What follows belongs to an exercise in optimizing a design on an open flow for small area, a short achievable clock period and few clock cycles per item; a production flow would make more cautious choices. Function was checked by simulation only, so behaviour that the tests miss may differ from the original. No activity file was given, so power comes from the tool's default toggle rates.

## exp/juniper
Design cosine_similarity_core, start of the top module:
module cosine_similarity_core (
   input  logic        clock,
   input  logic        reset,
   input  logic        req_tvalid,
   output logic        req_tready,
   input  logic [31:0] req_tdata,    
   input  logic        req_tlast,
   output logic        rsp_tvalid,
   input  logic        rsp_tready,
   output logic [15:0] rsp_tdata,    
   output logic [1:0]  rsp_tuser     
);
clock: 10.0 ns
lec_check: 0
cap_margin: 20
core_margin: 2
core_utilization: 55
setup_slack_margin: 5.0
slew_margin: 20
run.sh (not shown) runs the stock make flow with config.mk's settings and CLKGATE_MAP_FILE= SYNTH_SCRIPT=/design/flow/synth_recipe.tcl, a recipe that flattens the netlist after the stock synthesis.
Testbench counts of exp/juniper, summed over its fixed seeds: cycles 31,575, items 384.
The following lists how exp/cedar was set up differently from exp/juniper:
# exp/juniper
export LEC_CHECK = 0
export CAP_MARGIN = 20
export CORE_MARGIN = 2
export CORE_UTILIZATION = 55
export SETUP_SLACK_MARGIN = 5.0
export SLEW_MARGIN = 20
create_clock -name core_clock -period 10.0 [get_ports {clock}]
# exp/cedar
export LEC_CHECK = 0
export ABC_AREA = 1
export CAP_MARGIN = 20
export CORE_MARGIN = 2
export CORE_UTILIZATION = 40
export SETUP_SLACK_MARGIN = 5.0
export SLEW_MARGIN = 20
create_clock -name core_clock -period 10.0 [get_ports {clock}]
Results
Net load switching power is lower on exp/juniper
Shortest clock period the worst path allows after layout on exp/cedar is ahead of exp/juniper.
Layout overhead on the synthesized area: exp/cedar vs exp/juniper, no meaningful difference
met1 demand-to-capacity share in global routing, exp/juniper and exp/cedar, lower one = exp/cedar.
| cell area after technology mapping | higher: exp/cedar |
The following lists how exp/zinc was set up differently from exp/cedar:
# exp/cedar
export LEC_CHECK = 0
export ABC_AREA = 1
export CAP_MARGIN = 20
export CORE_MARGIN = 2
export CORE_UTILIZATION = 40
export SETUP_SLACK_MARGIN = 5.0
export SLEW_MARGIN = 20
create_clock -name core_clock -period 10.0 [get_ports {clock}]
# exp/zinc
export LEC_CHECK = 0
export CAP_MARGIN = 20
export CORE_MARGIN = 2
export CORE_UTILIZATION = 40
export SLEW_MARGIN = 20
create_clock -name core_clock -period 10.0 [get_ports {clock}]
## What came out
Clock network power share came out higher on exp/zinc than on exp/cedar. Compared exp/zinc vs exp/cedar, and setup slack is down in exp/zinc. Number of instances in the synthesized netlist ended up 2945 lower on exp/zinc than on exp/cedar. met5 as the topmost layer with routed signal wires was reported by exp/cedar, and met4 by exp/zinc. Summary — fraction of area in non-clock buffers, exp/zinc relative to exp/cedar: lower, by 0.26 points. Vertical extent of the die, exp/zinc and exp/cedar: smaller value in exp/zinc. Cmp exp/zinc and exp/cedar / power consumed by sequential cells / lower: exp/zinc. Comparing exp/cedar against exp/zinc, there is no change at all in final setup violation count. Maximum fanout count along the critical path (exp/zinc over exp/cedar): increase, 14. exp/cedar → exp/zinc: first-iteration DRC count shrank by 1934, pre-CTS worst setup slack shrank by 550 ps.
What exp/yarrow does differently from exp/zinc at the input level:
# exp/zinc
export LEC_CHECK = 0
export CAP_MARGIN = 20
export CORE_MARGIN = 2
export CORE_UTILIZATION = 40
export SLEW_MARGIN = 20
create_clock -name core_clock -period 10.0 [get_ports {clock}]
# exp/yarrow
export LEC_CHECK = 0
export CAP_MARGIN = 20
export CORE_MARGIN = 2
export CORE_UTILIZATION = 40
export SETUP_SLACK_MARGIN = 5.0
export SLEW_MARGIN = 20
create_clock -name core_clock -period 10.0 [get_ports {clock}]
[summary]
Summary of exp/yarrow over exp/zinc: signed area change from the synthesized netlist to the final layout higher; area of the multi-input gates rose by 1.6%; clock latency at the later pin of the worst-skew pair was more or less identical; core utilization increased by 0.99 points relative to the old numbers; worst setup slack went up. Higher final period utilization among exp/yarrow and exp/zinc: exp/zinc. Launching element of the worst setup path = u_magnitude.nl_ff[0]: exp/yarrow; launching element of the worst setup path = u_ctrl.cmd_ff[5]: exp/zinc. Number of clock buffers in the layout went down by a few percent going from exp/zinc to exp/yarrow.
> inputs changed (exp/yarrow -> exp/fjord)
# exp/yarrow
export LEC_CHECK = 0
export CAP_MARGIN = 20
export CORE_MARGIN = 2
export CORE_UTILIZATION = 40
export SETUP_SLACK_MARGIN = 5.0
export SLEW_MARGIN = 20
create_clock -name core_clock -period 10.0 [get_ports {clock}]
# exp/fjord
export LEC_CHECK = 0
export CAP_MARGIN = 20
export CORE_MARGIN = 2
export CORE_UTILIZATION = 40
export SETUP_SLACK_MARGIN = 4.5
export SLEW_MARGIN = 20
create_clock -name core_clock -period 10.0 [get_ports {clock}]
Results
Between exp/fjord and exp/yarrow, the post-layout instance count excluding filler cells figures differ only marginally.
Relative to exp/yarrow, shortest clock period the worst path allows after layout increased by 300 ps in exp/fjord.
Diff exp/yarrow and exp/fjord: critical path depth in cells higher in exp/yarrow
Delta (exp/fjord minus exp/yarrow): clock distribution area overhead in the final layout picked up an extra 0.48 points, half-perimeter wire length after placement picked up an extra 0.93%.

* * *

== run a ==
cosine_similarity_core, a different RTL version from the one above (not shown whole).
For scale: roughly 670 flip-flops, about 58,000 µm² of cells after synthesis.
// cosine_similarity_core
module cosine_similarity_core (
   input  logic        clock,
   input  logic        reset,
   input  logic        req_tvalid,
   output logic        req_tready,
   input  logic [31:0] req_tdata,    
   input  logic        req_tlast,
   output logic        rsp_tvalid,
   input  logic        rsp_tready,
   output logic [15:0] rsp_tdata,    
   output logic [1:0]  rsp_tuser     
);
export LEC_CHECK = 0
export CAP_MARGIN = 20
export CORE_MARGIN = 2
export CORE_UTILIZATION = 55
export SETUP_SLACK_MARGIN = 5.0
export SLEW_MARGIN = 20
create_clock -name core_clock -period 10.0 [get_ports {clock}]
In summary, run a completed successfully, with a layout that passed the timing, design-rule and antenna checks.
Testbench counts of run a, summed over its fixed seeds: cycles 31,722, items 384.
> inputs changed (run a -> run b)
- CTS_BUF_LIST: unset -> sky130_fd_sc_hd__clkbuf_8
- CTS_CLUSTER_SIZE: unset -> 30
[summary]
For detailed-route vias per instance, run b and run a come out practically identical. Looking at number of buffers outside the clock class in the layout, run b sits 23 above run a. Delta (run b minus run a): number of max-cap violations has remained practically unchanged; sequential share of layout area barely changed; fmax rose by 2.4%; depth of the critical timing path with buffers and inverters included down 3; clock share of power -1.7 points. As far as multi-input combinational area share is concerned, run a and run b perform about the same. Global-route usage over all layers: run b higher than run a. Detailed route, run b vs run a: via total higher for run b. Comparing run a and run b, the higher met2 capacity usage during global routing is on run b.

==> port drivers added, routing unchanged <==
How much do the figures lean on ideal ports? The routed layouts below were timed once more, with nothing changed but the port constraints. Step 1 assumes that a clkbuf_16 drives the clock port and a buf_2 every other input. Step 2 adds t to the input delays and takes it off the output delays; t is the mean of the earliest and latest rising clock arrival at the registers after step 1. Input paths then give back, and output paths get back, about the clock's delay inside the block. a / b / c = ideal ports / drivers / drivers and shift; a / b = the first two.
| run | shift t [ns] | setup slack, ns | hold WS [ns] | worst data-port slew with drivers (ns) |
|---|---|---|---|---|
| exp/juniper | 0.754 | 5.014 / 5.014 / 5.014 | 0.460 / 0.460 / 0.460 | 0.04 |
| exp/cedar | 0.804 | 5.162 / 5.162 / 5.162 | 0.429 / 0.429 / 0.429 | 0.05 |
| exp/zinc | 0.785 | 3.504 / 3.504 / 3.504 | 0.451 / 0.451 / 0.451 | 0.05 |
| exp/yarrow | 0.803 | 4.918 / 4.918 / 4.918 | 0.453 / 0.453 / 0.453 | 0.05 |
| exp/fjord | 0.814 | 4.619 / 4.619 / 4.619 | 0.432 / 0.432 / 0.432 | 0.04 |
| run a | 0.769 | 4.736 / 4.736 / 4.601 | 0.442 / 0.442 / 0.442 | 0.04 |
| run b | 0.934 | 4.858 / 4.858 / 4.327 | 0.435 / 0.435 / 0.435 | 0.04 |
After both steps setup and hold are still met in every run listed. The setup slack of run b, which loses most, moves by 0.000 ns with the drivers and by -0.531 ns with both steps.
